Context: an optimization exercise on an open-source flow, tuned for small area and a short achievable clock period. The choices shown serve that exercise and are no tape-out recipe.
Function was checked by simulation only, so behaviour that the tests miss may differ from the original.
The flow treats the clock pin as an ideal source, which a real chip does not have.
Power is estimated from default activity; no workload was simulated.

// l1_merge_write_buffer
module l1_merge_write_buffer
#(
    parameter  int DATA_W    = 32,
    parameter  int ADDR_W    = 32,
    parameter  int DEPTH     = 8,
    parameter  int WORDS     = 4,
    parameter  int DRAIN_THR = DEPTH / 2,
    parameter  int AGE_MAX   = 64,
    localparam int BE_W      = DATA_W / 8,
    localparam int OFF_W     = $clog2(WORDS * BE_W),
    localparam int TAG_W     = ADDR_W - OFF_W,
    localparam int CNT_W     = $clog2(DEPTH) + 1
) (
    input  logic                    clk_l1,
    input  logic                    rst_n,
    input  logic                    st_valid_i,
    output logic                    st_ready_o,
    input  logic [ADDR_W-1:0]       st_addr_i,
    input  logic [DATA_W-1:0]       st_data_i,
    input  logic [BE_W-1:0]         st_be_i,
    input  logic [ADDR_W-1:0]       ld_addr_i,
    output logic [DATA_W-1:0]       ld_fwd_data_o,
    output logic [BE_W-1:0]         ld_fwd_be_o,
    output logic                    ld_fwd_full_o,
    output logic                    dr_valid_o,
    input  logic                    dr_ready_i,
    output logic [TAG_W-1:0]        dr_tag_o,
    output logic [WORDS*DATA_W-1:0] dr_data_o,
    output logic [WORDS*BE_W-1:0]   dr_be_o,
    input  logic                    flush_i,
    output logic                    flush_done_o,
    output logic                    full_o,
    output logic                    empty_o,
    output logic [CNT_W-1:0]        count_o
);
export LEC_CHECK = 0
export CAP_MARGIN = 20
export CORE_MARGIN = 2
export CORE_UTILIZATION = 50
export PLACE_DENSITY = 0.75
export SETUP_SLACK_MARGIN = 4.3
export SLEW_MARGIN = 20
export SYNTH_HIERARCHICAL = 1
create_clock -name core_clock -period 10.0 [get_ports {clk_l1}]
standard.sh (not shown) runs the stock make flow with config.mk's settings and CLKGATE_MAP_FILE= SYNTH_SCRIPT=/design/flow/synth_recipe.tcl, a recipe that flattens the netlist after the stock synthesis.
==> flow/flow/run.sh <==
#!/bin/bash
# The standard layout with three changes: the port buffers are buf_1 cells instead of the
# default pick, clock tree synthesis inserts no dummy loads, and after clock tree synthesis
# more setup repair runs that may change cell footprints (flow/post_cts.tcl).
set -euo pipefail
cd "$(dirname "$0")/.."
export BUFFER_PORTS_ARGS="-buffer_cell sky130_fd_sc_hd__buf_1"
export CTS_ARGS="-sink_clustering_enable -repair_clock_nets -sink_clustering_size 20 -sink_clustering_max_diameter 80 -buf_list sky130_fd_sc_hd__clkbuf_16 -dont_use_dummy_load"
export POST_CTS_TCL="$(pwd)/flow/post_cts.tcl"
bash standard.sh finish > orfs_flow.log 2>&1
==> flow/flow/post_cts.tcl <==
# Extra setup repair after clock tree synthesis, free to change cell footprints. The load
# address inputs and drain outputs are first repaired against tighter I/O delays, then the
# constraint's own delays are restored and the whole design is repaired again.
set_input_delay 2.4 -clock core_clock [get_ports {ld_addr_i[*]}]
set_output_delay 2.3 -clock core_clock [get_ports {dr_data_o[*] dr_be_o[*] dr_tag_o[*]}]
log_cmd repair_timing -setup -setup_margin 4.6 -repair_tns 100 -verbose
set_input_delay 2.0 -clock core_clock [get_ports {ld_addr_i[*]}]
set_output_delay 2.0 -clock core_clock [get_ports {dr_data_o[*] dr_be_o[*] dr_tag_o[*]}]
log_cmd repair_timing -setup -setup_margin 4.6 -repair_tns 100 -verbose
log_cmd detailed_placement
check_placement -verbose
Then changed:
==> flow/flow/run.sh (replaced) <==
#!/bin/bash
# The standard layout with three changes: the port buffers are buf_2 cells instead of the
# default pick, clock tree synthesis uses clkbuf_8 leaf buffers and no dummy loads, and after
# clock tree synthesis
# more setup repair runs that may change cell footprints (flow/post_cts.tcl).
set -euo pipefail
cd "$(dirname "$0")/.."
export BUFFER_PORTS_ARGS="-buffer_cell sky130_fd_sc_hd__buf_2"
export CTS_ARGS="-sink_clustering_enable -repair_clock_nets -sink_clustering_size 15 -sink_clustering_max_diameter 60 -buf_list sky130_fd_sc_hd__clkbuf_16 -sink_clustering_buffer sky130_fd_sc_hd__clkbuf_8 -dont_use_dummy_load"
export POST_CTS_TCL="$(pwd)/flow/post_cts.tcl"
bash standard.sh finish > orfs_flow.log 2>&1
=>
- The changed run produced a clean layout
- area after synthesis does not change
- wire length is about the same
- flip-flop and latch count is unchanged
- worst setup slack improved by 0.019 ns
- final area hardly moves
- via count goes up by 0.92%
- sequential share of layout area is about the same
- total power goes down by 1.9%
- hold slack improved by 0.0040 ns
- clock skew goes down by 0.0077 ns
Then changed:
==> flow/flow/run.sh (replaced) <==
#!/bin/bash
# The standard layout with three changes: the port buffers are buf_2 cells instead of the
# default pick, clock tree synthesis inserts no dummy loads, and after clock tree synthesis
# more setup repair runs that may change cell footprints (flow/post_cts.tcl).
set -euo pipefail
cd "$(dirname "$0")/.."
export BUFFER_PORTS_ARGS="-buffer_cell sky130_fd_sc_hd__buf_2"
export CTS_ARGS="-sink_clustering_enable -repair_clock_nets -sink_clustering_size 20 -sink_clustering_max_diameter 80 -buf_list sky130_fd_sc_hd__clkbuf_16 -dont_use_dummy_load"
export POST_CTS_TCL="$(pwd)/flow/post_cts.tcl"
bash standard.sh finish > orfs_flow.log 2>&1
Worst hold slack barely changes. Wire length shrinks by 0.39%. Sequential share of layout area shrinks by 0.14 points. Die area stays the same. Clock skew grows by 0.029 ns. First-iteration DRC count shrinks by 4.3%. Cell area barely changes. Critical path depth grows by 4.
Then changed:
==> flow/flow/run.sh (replaced) <==
#!/bin/bash
# The standard layout with two changes: the port buffers are buf_2 cells instead of the
# default pick, and clock tree synthesis inserts no dummy loads.
set -euo pipefail
cd "$(dirname "$0")/.."
export BUFFER_PORTS_ARGS="-buffer_cell sky130_fd_sc_hd__buf_2"
export CTS_ARGS="-sink_clustering_enable -repair_clock_nets -sink_clustering_size 20 -sink_clustering_max_diameter 80 -buf_list sky130_fd_sc_hd__clkbuf_16 -dont_use_dummy_load"
bash standard.sh finish > orfs_flow.log 2>&1
removed: flow/flow/post_cts.tcl
What happened: Count of clock-buffer cells in the layout is unchanged. Fmax drops by about 5%. Global-route usage drops by 0.28 points. Setup slack loses 0.28 ns. Cell count barely changes. Die area stays the same. Wire length drops by 0.73%.
Then changed:
==> flow/flow/run.sh (replaced) <==
#!/bin/bash
# The standard layout with three changes: the port buffers are buf_2 cells instead of the
# default pick, clock tree synthesis inserts no dummy loads, and after clock tree synthesis
# more setup repair runs that may change cell footprints (flow/post_cts.tcl).
set -euo pipefail
cd "$(dirname "$0")/.."
export BUFFER_PORTS_ARGS="-buffer_cell sky130_fd_sc_hd__buf_2"
export CTS_ARGS="-sink_clustering_enable -repair_clock_nets -sink_clustering_size 28 -sink_clustering_max_diameter 80 -buf_list sky130_fd_sc_hd__clkbuf_16 -dont_use_dummy_load"
export POST_CTS_TCL="$(pwd)/flow/post_cts.tcl"
bash standard.sh finish > orfs_flow.log 2>&1
==> flow/flow/post_cts.tcl (new file) <==
# Extra setup repair after clock tree synthesis, free to change cell footprints. The load
# address inputs and drain outputs are first repaired against tighter I/O delays, then the
# constraint's own delays are restored and the whole design is repaired again.
set_input_delay 2.4 -clock core_clock [get_ports {ld_addr_i[*]}]
set_output_delay 2.3 -clock core_clock [get_ports {dr_data_o[*] dr_be_o[*] dr_tag_o[*]}]
log_cmd repair_timing -setup -setup_margin 4.6 -repair_tns 100 -verbose
set_input_delay 2.0 -clock core_clock [get_ports {ld_addr_i[*]}]
set_output_delay 2.0 -clock core_clock [get_ports {dr_data_o[*] dr_be_o[*] dr_tag_o[*]}]
log_cmd repair_timing -setup -setup_margin 4.6 -repair_tns 100 -verbose
log_cmd detailed_placement
check_placement -verbose
Hold slack is about the same.
Count of clock-buffer cells in the layout decreases by 13.
Synthesized area is unchanged.
Sequential share of layout area decreases by 0.14 points.
Then changed:
==> flow/flow/run.sh (replaced) <==
#!/bin/bash
# The standard layout with three changes: the port buffers are buf_2 cells instead of the
# default pick, clock tree synthesis inserts no dummy loads, and after clock tree synthesis
# one more setup repair runs that may change cell footprints (flow/post_cts.tcl).
set -euo pipefail
cd "$(dirname "$0")/.."
export BUFFER_PORTS_ARGS="-buffer_cell sky130_fd_sc_hd__buf_2"
export CTS_ARGS="-sink_clustering_enable -repair_clock_nets -sink_clustering_size 20 -sink_clustering_max_diameter 80 -buf_list sky130_fd_sc_hd__clkbuf_16 -dont_use_dummy_load"
export POST_CTS_TCL="$(pwd)/flow/post_cts.tcl"
bash standard.sh finish > orfs_flow.log 2>&1
==> flow/flow/post_cts.tcl (replaced) <==
# Extra setup repair after clock tree synthesis, free to change cell footprints.
log_cmd repair_timing -setup -setup_margin 4.6 -repair_tns 100 -verbose
log_cmd detailed_placement
check_placement -verbose
What happened: Design area hardly moves. Non-clock buffer count is lower by 12. Hold slack hardly moves. Combinational power is lower by about 1%. Global-route usage hardly moves. Synthesized cell count does not change.

========
purple:
Another version of the RTL of l1_merge_write_buffer (not shown whole).
Size: roughly 5,000 cells after synthesis, ~1,500 flip-flops.
Settings: LEC_CHECK=0, CAP_MARGIN=20, CORE_MARGIN=2, CORE_UTILIZATION=50, PLACE_DENSITY=0.75, SETUP_SLACK_MARGIN=4.3, SLEW_MARGIN=20, SYNTH_HIERARCHICAL=1; clock period 10.0 ns.
==> flow/flow/run.sh <==
#!/bin/bash
# The standard layout with two changes: the port buffers are buf_2 cells instead of the
# default pick, and clock tree synthesis inserts no dummy loads.
set -euo pipefail
cd "$(dirname "$0")/.."
export BUFFER_PORTS_ARGS="-buffer_cell sky130_fd_sc_hd__buf_2"
export CTS_ARGS="-sink_clustering_enable -repair_clock_nets -sink_clustering_size 20 -sink_clustering_max_diameter 80 -buf_list sky130_fd_sc_hd__clkbuf_16 -dont_use_dummy_load"
bash standard.sh finish > orfs_flow.log 2>&1
Per the final summary, purple finished and its layout is clean on timing, DRC and antenna.
## Diff of input files: blue against purple
- CTS_CLUSTER_SIZE now 20, previously not set
- CTS_CLUSTER_DIAMETER now 80, previously not set
- CTS_BUF_LIST now sky130_fd_sc_hd__clkbuf_16, previously not set
==> flow/run.sh (new file) <==
#!/bin/bash
# synth_recipe.tcl (not shown) runs the flow's synth.tcl, then flattens the netlist and writes it again
# the make line also repeats each setting of config.mk as NAME=value (left out here)
make -C /OpenROAD-flow-scripts/flow DESIGN_CONFIG=/design/flow/config.mk WORK_HOME=/design/flow/orfs CLKGATE_MAP_FILE= SYNTH_SCRIPT=/design/flow/synth_recipe.tcl finish
removed: flow/flow/run.sh
removed: flow/standard.sh
### Flow results
blue: all stages complete, timing, DRC and antenna checks passed. The worst-case setup margin in the final layout of blue exceeds that of purple by 0.066 ns. Number of buffers on the longest clock path came out exactly the same in purple and blue. Non-clock buffer count (lower): purple. Against purple as the reference, blue delivers a higher power drawn by the combinational cells. Comparing purple and blue, setup fix buffers added after clock tree synthesis is higher on blue. Compared with purple, blue shows a final-layout clock-cell area share that is 0.42 points higher.

========
== run Y ==
Another version of the RTL of l1_merge_write_buffer (not shown whole).
Size in the first run: roughly 5700 cells after synthesis, ~1500 flip-flops, ~320 I/O pins.
// l1_merge_write_buffer
module l1_merge_write_buffer
#(
    parameter  int DATA_W    = 32,
    parameter  int ADDR_W    = 32,
    parameter  int DEPTH     = 8,
    parameter  int WORDS     = 4,
    parameter  int DRAIN_THR = DEPTH / 2,
    parameter  int AGE_MAX   = 64,
    localparam int BE_W      = DATA_W / 8,
    localparam int OFF_W     = $clog2(WORDS * BE_W),
    localparam int TAG_W     = ADDR_W - OFF_W,
    localparam int CNT_W     = $clog2(DEPTH) + 1
) (
    input  logic                    clk_l1,
    input  logic                    rst_n,
    input  logic                    st_valid_i,
    output logic                    st_ready_o,
    input  logic [ADDR_W-1:0]       st_addr_i,
    input  logic [DATA_W-1:0]       st_data_i,
    input  logic [BE_W-1:0]         st_be_i,
    input  logic [ADDR_W-1:0]       ld_addr_i,
    output logic [DATA_W-1:0]       ld_fwd_data_o,
    output logic [BE_W-1:0]         ld_fwd_be_o,
    output logic                    ld_fwd_full_o,
    output logic                    dr_valid_o,
    input  logic                    dr_ready_i,
    output logic [TAG_W-1:0]        dr_tag_o,
    output logic [WORDS*DATA_W-1:0] dr_data_o,
    output logic [WORDS*BE_W-1:0]   dr_be_o,
    input  logic                    flush_i,
    output logic                    flush_done_o,
    output logic                    full_o,
    output logic                    empty_o,
    output logic [CNT_W-1:0]        count_o
);
clock: 10.0 ns
lec_check: 0
cap_margin: 20
core_margin: 2
core_utilization: 40
slew_margin: 20
run.sh (not shown) runs the stock make flow with config.mk's settings and CLKGATE_MAP_FILE= SYNTH_SCRIPT=/design/flow/synth_recipe.tcl, a recipe that flattens the netlist after the stock synthesis.
Stock flow here: none of the scripts above is used.
Run Y finished every step from synthesis to the final layout, and the layout passed the timing, DRC and antenna checks.
What run H does differently from run Y at the input level:
Settings: SETUP_SLACK_MARGIN newly set to 4.6.
--- outcome ---
- Run H completed; timing, DRC and antenna clean
- Higher length of routed wiring on met1 was reported by run H, not run Y.
- Wire length of the first global-routing pass delta (run H − run Y): unfavourable
- Via count of the routed design ended up 3.4% higher on run H than on run Y.
- Relative to run Y, data arrival at the endpoint of the critical path has gone down in run H.

[static timing again, ports no longer ideal]
The results above use ideal ports. As a check the final layouts listed here were re-extracted and re-timed, cells and wires unchanged. Step 1 assumes that a clkbuf_16 drives the clock port and a buf_2 every other input. Step 2 adds t to the input delays and takes it off the output delays; t is the mean of the earliest and latest rising clock arrival at the registers after step 1. Input paths then give back, and output paths get back, about the clock's delay inside the block. Three values: ideal ports, drivers, drivers and shift; two values: the first two.
| run | t, ns | slack for setup (ns) | latest minus earliest clock arrival (ns) | slew at the worst register clock pin (ns) | pins driven straight from the clock port |
|---|---|---|---|---|---|
| the first run of note 1 | 0.780 | 4.445 / 4.402 / 3.765 | 0.100 / 0.100 | 0.09 / 0.09 | 1 |
| the second run of note 1 | 0.832 | 4.464 / 4.418 / 3.651 | 0.098 / 0.098 | 0.10 / 0.10 | 1 |
| the third run of note 1 | 0.810 | 4.463 / 4.418 / 3.663 | 0.122 / 0.122 | 0.10 / 0.10 | 1 |
| the fourth run of note 1 | 0.793 | 4.186 / 4.180 / 3.387 | 0.118 / 0.119 | 0.10 / 0.10 | 1 |
| the fifth run of note 1 | 0.793 | 4.449 / 4.406 / 3.674 | 0.121 / 0.121 | 0.11 / 0.11 | 1 |
| the sixth run of note 1 | 0.811 | 4.352 / 4.335 / 3.555 | 0.122 / 0.122 | 0.10 / 0.10 | 1 |
| purple | 0.820 | 3.987 / 3.878 / 3.339 | 0.091 / 0.091 | 0.09 / 0.09 | 1 |
| blue | 0.845 | 4.053 / 3.984 / 3.365 | 0.055 / 0.055 | 0.09 / 0.09 | 1 |
| run Y | 0.903 | 1.920 / 1.895 / 1.550 | 0.048 / 0.049 | 0.07 / 0.07 | 1 |
| run H | 0.935 | 3.893 / 3.861 / 3.508 | 0.068 / 0.068 | 0.07 / 0.07 | 1 |
After both steps setup and hold are still met in every run listed. The setup slack of the second run of note 1, which loses most, moves by -0.046 ns with the drivers and by -0.813 ns with both steps.
